What follows belongs to an exercise in optimizing a design on an open flow for small area; a production flow would make more cautious choices. RTL that was checked went through simulation tests only; none was proved equivalent to the original. Power and IR drop assume default switching activity.

==> build 60 <==
Design tdc_click_top, start of the top module:
module tdc_click_top #(
	parameter int WINDOW_CYCLES = 1000
) (
	input  logic        clk200_i,
	input  logic        gc_rst,
	input  logic        apb_psel_i,
	input  logic        apb_penable_i,
	input  logic        apb_pwrite_i,
	input  logic [7:0]  apb_paddr_i,
	input  logic [31:0] apb_pwdata_i,
	output logic [31:0] apb_prdata_o,
	output logic        apb_pready_o,
	output logic        apb_pslverr_o,
	input  logic        frame_i,
	input  logic        sdi_i,
	input  logic        pps_i,
	output logic        rec_valid_o,
	output logic [1:0]  rec_click_o,
	output logic [47:0] rec_gc_o,
	output logic [31:0] rec_tdc_o,
	output logic        count_valid_o
);
==> module stop_frame_rx, before the edit <==
module stop_frame_rx (
	input  logic        clk200_i,
	input  logic        gc_rst,
	input  logic        frame_i,
	input  logic        sdi_i,
	input  logic        cfg_enable,
	input  logic [5:0]  cfg_index_bits,
	input  logic [5:0]  cfg_stop_bits,
	input  logic [13:0] cfg_tdc_shift,
	output logic        stop_valid_o,
	output logic [31:0] t_sum_o,
	output logic [31:0] rec_tdc_o
);
	localparam int TDC_W = 32;
	localparam int STRETCH_CYCLES = 4;
	localparam logic [2:0] IDLE       = 3'd0;
	localparam logic [2:0] WAIT_FRAME = 3'd1;
	localparam logic [2:0] SKIP_INDEX = 3'd2;
	localparam logic [2:0] SHIFT_STOP = 3'd3;
	localparam logic [2:0] HOLD       = 3'd4;
	logic [2:0]       state;
	logic [6:0]       bit_cnt;
	logic             sdi_r;
	logic             sdi_2r;
	logic [TDC_W-1:0] shreg;
	logic             cnt_one;
	logic             cnt_end;
	logic [6:0]       cnt_dec;
	always_comb begin : tsum_add
		logic [14:0] lo;
		logic        c;
		lo = {1'b0, shreg[13:0]} + {1'b0, cfg_tdc_shift};
		t_sum_o[13:0] = lo[13:0];
		c = lo[14];
		for (int i = 14; i < TDC_W; i++) begin
			t_sum_o[i] = shreg[i] ^ c;
			c = c & shreg[i];
		end
	end
	assign rec_tdc_o = shreg;
	always_ff @(posedge clk200_i or posedge gc_rst) begin
		if (gc_rst) begin
			state <= IDLE;
		end else begin
			case (state)
				IDLE: begin
					if (cfg_enable)
						state <= WAIT_FRAME;
				end
				WAIT_FRAME: begin
					if (!cfg_enable)
						state <= IDLE;
					else if (frame_i)
						state <= SKIP_INDEX;
				end
				SKIP_INDEX: begin
					if (cnt_end)
						state <= SHIFT_STOP;
				end
				SHIFT_STOP: begin
					if (cnt_end)
						state <= HOLD;
				end
				HOLD: begin
					if (cnt_end)
						state <= WAIT_FRAME;
				end
				default: state <= IDLE;
			endcase
		end
	end
	assign cnt_one = bit_cnt == 7'd1;
	assign stop_valid_o = (state == HOLD) && (bit_cnt == 7'(STRETCH_CYCLES));
	always_comb begin : cnt_sub
		logic b;
		b = 1'b1;
		for (int i = 0; i < 7; i++) begin
			cnt_dec[i] = bit_cnt[i] ^ b;
			b = b & ~bit_cnt[i];
		end
	end
	assign cnt_end = (state == SKIP_INDEX) ? (bit_cnt == 7'h7F) : cnt_one;
	always_ff @(posedge clk200_i) begin
		if (state == WAIT_FRAME)
			bit_cnt <= {1'b0, cfg_index_bits};
		else if (cnt_end)
			bit_cnt <= (state == SKIP_INDEX) ? {1'b0, cfg_stop_bits} : 7'(STRETCH_CYCLES);
		else
			bit_cnt <= cnt_dec;
	end
	always_ff @(posedge clk200_i) begin
		sdi_r  <= sdi_i;
		sdi_2r <= sdi_r;
		if (state == SHIFT_STOP)
			shreg <= {shreg[TDC_W-2:0], sdi_2r};
		else if (state == HOLD)
			shreg <= t_sum_o;
		else
			shreg <= '0;
	end
endmodule
==> module click_rate_counters, before the edit <==
module click_rate_counters #(
	parameter int WINDOW_CYCLES = 1000,
	parameter int CNT_W = 7
) (
	input  logic             clk200_i,
	input  logic             gc_rst,
	input  logic             stop_run_i,
	input  logic             hit_g0_i,
	input  logic             hit_g1_i,
	input  logic             gc_running_i,
	output logic [CNT_W-1:0] cnt_total,
	output logic [CNT_W-1:0] cnt_click0,
	output logic [CNT_W-1:0] cnt_click1,
	output logic             cnt_latched,
	output logic             count_valid_o
);
	localparam int WIN_W = $clog2(WINDOW_CYCLES);
	logic [WIN_W-1:0] win_cnt;
	logic             win_end;
	logic             win_clr;
	logic [CNT_W-1:0] total_cnt;
	logic [CNT_W-1:0] click0_cnt;
	logic [CNT_W-1:0] click1_cnt;
	logic [CNT_W-1:0] total_r;
	logic [CNT_W-1:0] click0_r;
	logic [CNT_W-1:0] click1_r;
	function automatic logic [WIN_W-1:0] inc_w(input logic [WIN_W-1:0] a, input logic ci);
		logic c;
		c = ci;
		for (int i = 0; i < WIN_W; i++) begin
			inc_w[i] = a[i] ^ c;
			c = c & a[i];
		end
	endfunction
	function automatic logic [CNT_W-1:0] inc_c(input logic [CNT_W-1:0] a, input logic ci);
		logic c;
		c = ci;
		for (int i = 0; i < CNT_W; i++) begin
			inc_c[i] = a[i] ^ c;
			c = c & a[i];
		end
	endfunction
	assign win_end = gc_running_i && ((win_cnt & WIN_W'(WINDOW_CYCLES - 1))
		== WIN_W'(WINDOW_CYCLES - 1));
	assign win_clr = !gc_running_i || win_end;
	always_ff @(posedge clk200_i) begin
		if (win_clr)
			win_cnt <= '0;
		else
			win_cnt <= inc_w(win_cnt, 1'b1);
	end
	always_ff @(posedge clk200_i) begin
		if (!gc_running_i) begin
			total_cnt  <= '0;
			click0_cnt <= '0;
			click1_cnt <= '0;
		end else if (win_end) begin
			total_cnt  <= CNT_W'(stop_run_i);
			click0_cnt <= CNT_W'(stop_run_i & hit_g0_i);
			click1_cnt <= CNT_W'(stop_run_i & hit_g1_i);
		end else begin
			if (stop_run_i)
				total_cnt <= inc_c(total_cnt, 1'b1);
			if (stop_run_i & hit_g0_i)
				click0_cnt <= inc_c(click0_cnt, 1'b1);
			if (stop_run_i & hit_g1_i)
				click1_cnt <= inc_c(click1_cnt, 1'b1);
		end
	end
	assign count_valid_o = gc_running_i && (win_cnt == '0) && cnt_latched;
	always_ff @(posedge clk200_i) begin
		if (win_end) begin
			total_r  <= total_cnt;
			click0_r <= click0_cnt;
			click1_r <= click1_cnt;
		end
	end
	assign cnt_total  = total_r;
	assign cnt_click0 = click0_r;
	assign cnt_click1 = click1_r;
	always_ff @(posedge clk200_i or posedge gc_rst) begin
		if (gc_rst) begin
			cnt_latched   <= 1'b0;
		end else begin
			if (win_end)
				cnt_latched <= 1'b1;
		end
	end
endmodule
export LEC_CHECK = 0
export CAP_MARGIN = 20
export CORE_MARGIN = 2
export CORE_UTILIZATION = 40
export CTS_BUF_LIST = sky130_fd_sc_hd__clkbuf_16
export CTS_CLUSTER_DIAMETER = 60
export CTS_CLUSTER_SIZE = 25
export SLEW_MARGIN = 20
create_clock -name core_clock -period 11.0 [get_ports {clk200_i}]
standard.sh (not shown) runs the stock make flow with config.mk's settings and CLKGATE_MAP_FILE= SYNTH_SCRIPT=/design/flow/synth_recipe.tcl, a recipe that flattens the netlist after the stock synthesis.
==> flow/flow/run.sh <==
#!/bin/bash
# Own layout flow: the standard ORFS flow with three changes
#  - synthesis maps the logic with an area-oriented ABC script (abc_lean.script)
#    at the real clock period, and without the full/half adder cell extraction;
#    registers, their names and cell types are as in the standard synthesis
#  - the port buffers use the smallest buffer cell
# Every tool's output goes to a log file in this folder.
set -euo pipefail
WORK=$(pwd)
FLOWDIR=$WORK/flow
# synthesis script: the standard flow's, with ABC's mapping script swapped
{
  head -n 1 synth_recipe.tcl
  cat <<TCL
proc abc {args} {
  set i [lsearch -exact \$args -script]
  if { \$i >= 0 } { set args [lreplace \$args [expr {\$i + 1}] [expr {\$i + 1}] $FLOWDIR/abc_lean.script] }
  set i [lsearch -exact \$args -D]
  if { \$i >= 0 } { set args [lreplace \$args [expr {\$i + 1}] [expr {\$i + 1}] [expr {int(\$::env(FLOW_PERIOD_NS) * 1000)}]] }
  puts "lean abc: \$args"
  yosys abc {*}\$args
}
TCL
  tail -n +2 synth_recipe.tcl
} > lean_synth.tcl
sed "s#$WORK/synth_recipe.tcl#$WORK/lean_synth.tcl#" standard.sh > lean_standard.sh
grep -q lean_synth.tcl lean_standard.sh
export BUFFER_PORTS_ARGS="-buffer_cell sky130_fd_sc_hd__buf_1"
bash lean_standard.sh "ADDER_MAP_FILE=" finish > flow_make.log 2>&1
==> flow/flow/abc_lean.script <==
strash
&get -n
&fraig -x
&put
dc2
strash
&get -n
&dch -f
&nf {D}
&put
==> inputs of trial 21, as changes to build 60 <==
--- a/flow/design.v
+++ b/flow/design.v
@@ -160,3 +160,2 @@
 	assign cnt_one = bit_cnt == 7'd1;
-	assign stop_valid_o = (state == HOLD) && (bit_cnt == 7'(STRETCH_CYCLES));
 	always_comb begin : cnt_sub
@@ -171,2 +170,3 @@
 	always_ff @(posedge clk200_i) begin
+		stop_valid_o <= (state == SHIFT_STOP) && cnt_one;
 		if (state == WAIT_FRAME)
@@ -474,3 +474,2 @@
 	end
-	assign count_valid_o = gc_running_i && (win_cnt == '0) && cnt_latched;
 	always_ff @(posedge clk200_i) begin
@@ -487,4 +486,6 @@
 		if (gc_rst) begin
+			count_valid_o <= 1'b0;
 			cnt_latched   <= 1'b0;
 		end else begin
+			count_valid_o <= win_end;
 			if (win_end)
==> flow/flow/abc_lean.script (replaced) <==
strash
dc2
balance
rewrite
refactor
balance
rewrite
rewrite -z
balance
refactor -z
rewrite -z
balance
strash
&get -n
&dch -f
&nf -p -R 20 {D}
&put
Settings changed: CORE_UTILIZATION 40 to 65, CTS_BUF_LIST sky130_fd_sc_hd__clkbuf_16 to unset, CTS_CLUSTER_DIAMETER 60 to 75, CTS_CLUSTER_SIZE 25 to 26, PLACE_DENSITY set to 0.8.
==> inputs of trial 26, as changes to build 60 <==
--- a/flow/design.v
+++ b/flow/design.v
@@ -160,3 +160,2 @@
 	assign cnt_one = bit_cnt == 7'd1;
-	assign stop_valid_o = (state == HOLD) && (bit_cnt == 7'(STRETCH_CYCLES));
 	always_comb begin : cnt_sub
@@ -171,2 +170,3 @@
 	always_ff @(posedge clk200_i) begin
+		stop_valid_o <= (state == SHIFT_STOP) && cnt_one;
 		if (state == WAIT_FRAME)
@@ -474,3 +474,2 @@
 	end
-	assign count_valid_o = gc_running_i && (win_cnt == '0) && cnt_latched;
 	always_ff @(posedge clk200_i) begin
@@ -487,4 +486,6 @@
 		if (gc_rst) begin
+			count_valid_o <= 1'b0;
 			cnt_latched   <= 1'b0;
 		end else begin
+			count_valid_o <= win_end;
 			if (win_end)
==> flow/run.sh (new file) <==
#!/bin/bash
# synth_recipe.tcl (not shown) runs the flow's synth.tcl, then flattens the netlist and writes it again
# the make line also repeats each setting of config.mk as NAME=value (left out here)
make -C /OpenROAD-flow-scripts/flow DESIGN_CONFIG=/design/flow/config.mk WORK_HOME=/design/flow/orfs CLKGATE_MAP_FILE= SYNTH_SCRIPT=/design/flow/synth_recipe.tcl finish
Settings changed: CTS_BUF_LIST sky130_fd_sc_hd__clkbuf_16 to unset, CTS_CLUSTER_DIAMETER 60 to unset, CTS_CLUSTER_SIZE 25 to unset.
removed: flow/flow/run.sh
removed: flow/flow/abc_lean.script
removed: flow/standard.sh
==> notes <==
- Build 60 finished clean. Trial 26 produced a clean layout. Trial 21 finished with timing, DRC and antenna clean.
- Of trial 21 and build 60, build 60 has the higher wire length (gap about 11%, measured against build 60).
- Against trial 21, the core utilization of trial 26 is lower by 29 points.
- Clock skew, lowest first: trial 26, trial 21, build 60.
- Combinational power: trial 21 < build 60 < trial 26.
- The highest first-iteration DRC count belongs to trial 21, the lowest to trial 26.
- Non-clock buffer count: trial 21 > build 60 > trial 26.
- Against trial 26, the count of clock-buffer cells in the layout of build 60 is lower by 9.
- Power, highest first: trial 26, build 60, trial 21.
- The highest critical path depth belongs to trial 26, the lowest to build 60.
==> figures <==
| quantity | build 60 | trial 26 | trial 21 |
|---|---|---|---|
| Die Footprint | 33100 um2 | 37900 um2 | 19700 um2 |
| Wirelength, routed | 33400 um | 37400 um | 29600 um |
| Post-Syn Instances | 1317 | 1479 | 1220 |
| Flip-flop and latch share of the layout cell area | 0.406 | 0.349 | 0.432 |
| Run status | timing/DRC/antenna clean | timing/DRC/antenna clean | timing/DRC/antenna clean |
| Clock sinks | 252 | 254 | 254 |
| Final worst path period need | 10520 ps | 10110 ps | 10660 ps |
| Maximum number of pins on one net before global-route repair | 50 | 61 | 54 |
| Slowest stage delay, CP | 420 ps | 540 ps | 410 ps |
| Fillers | 2982 | 3285 | 1273 |
| Hpwl dp | 24200 um | 27900 um | 20400 um |
| Reg-to-reg startpoint | i_apb_regs.cfg_tdc_shift[0] | i_apb_regs.cfg_tdc_shift[0] | i_apb_regs.cfg_tdc_shift[1] |
| Net count after synthesis | 1365 | 1670 | 1268 |
| Setup clock skew after layout | 18.3 ps | 14.1 ps | 18.0 ps |
| Multi-input gate share of the layout cell area | 0.437 | 0.444 | 0.438 |
| Placement-stage cell area | 14000 um2 | 16600 um2 | 13400 um2 |
| Worst hold slack | 342 ps | 331 ps | 340 ps |
| Worst path most repeated cell | sky130_fd_sc_hd__maj3_1 | sky130_fd_sc_hd__ha_1 | sky130_fd_sc_hd__maj3_1 |
| GR Layer Usage met1 | 0.262 | 0.264 | 0.377 |
Only the layout flow was run in build 60; the RTL was not checked for function there.

-- afterwards: timing with drivers on the ports --
In the flow no input, the clock included, has a driving cell. The finished layouts below were timed again as built, in two steps.
Step 1: set_driving_cell puts a clkbuf_16 on clk200_i and a buf_2 on each other input, an assumption about the parent block.
Step 2 adds t to the input delays and takes it off the output delays; t is the mean of the earliest and latest rising clock arrival at the registers after step 1. Input paths then give back, and output paths get back, about the clock's delay inside the block.
Slacks: ideal / step 1 / step 2; pairs: ideal / step 1.
| run | t (ns) | setup slack, ns | worst hold slack (ns) | worst data-port slew with drivers (ns) |
|---|---|---|---|---|
| build 60 | 0.579 | 0.477 / 0.477 / 0.477 | 0.342 / 0.342 / 0.342 | 0.06 |
| trial 21 | 0.538 | 0.340 / 0.340 / 0.340 | 0.340 / 0.340 / 0.340 | 0.06 |
| trial 26 | 0.625 | 0.889 / 0.889 / 0.889 | 0.331 / 0.331 / 0.331 | 0.07 |
After both steps setup and hold are still met in every run listed.
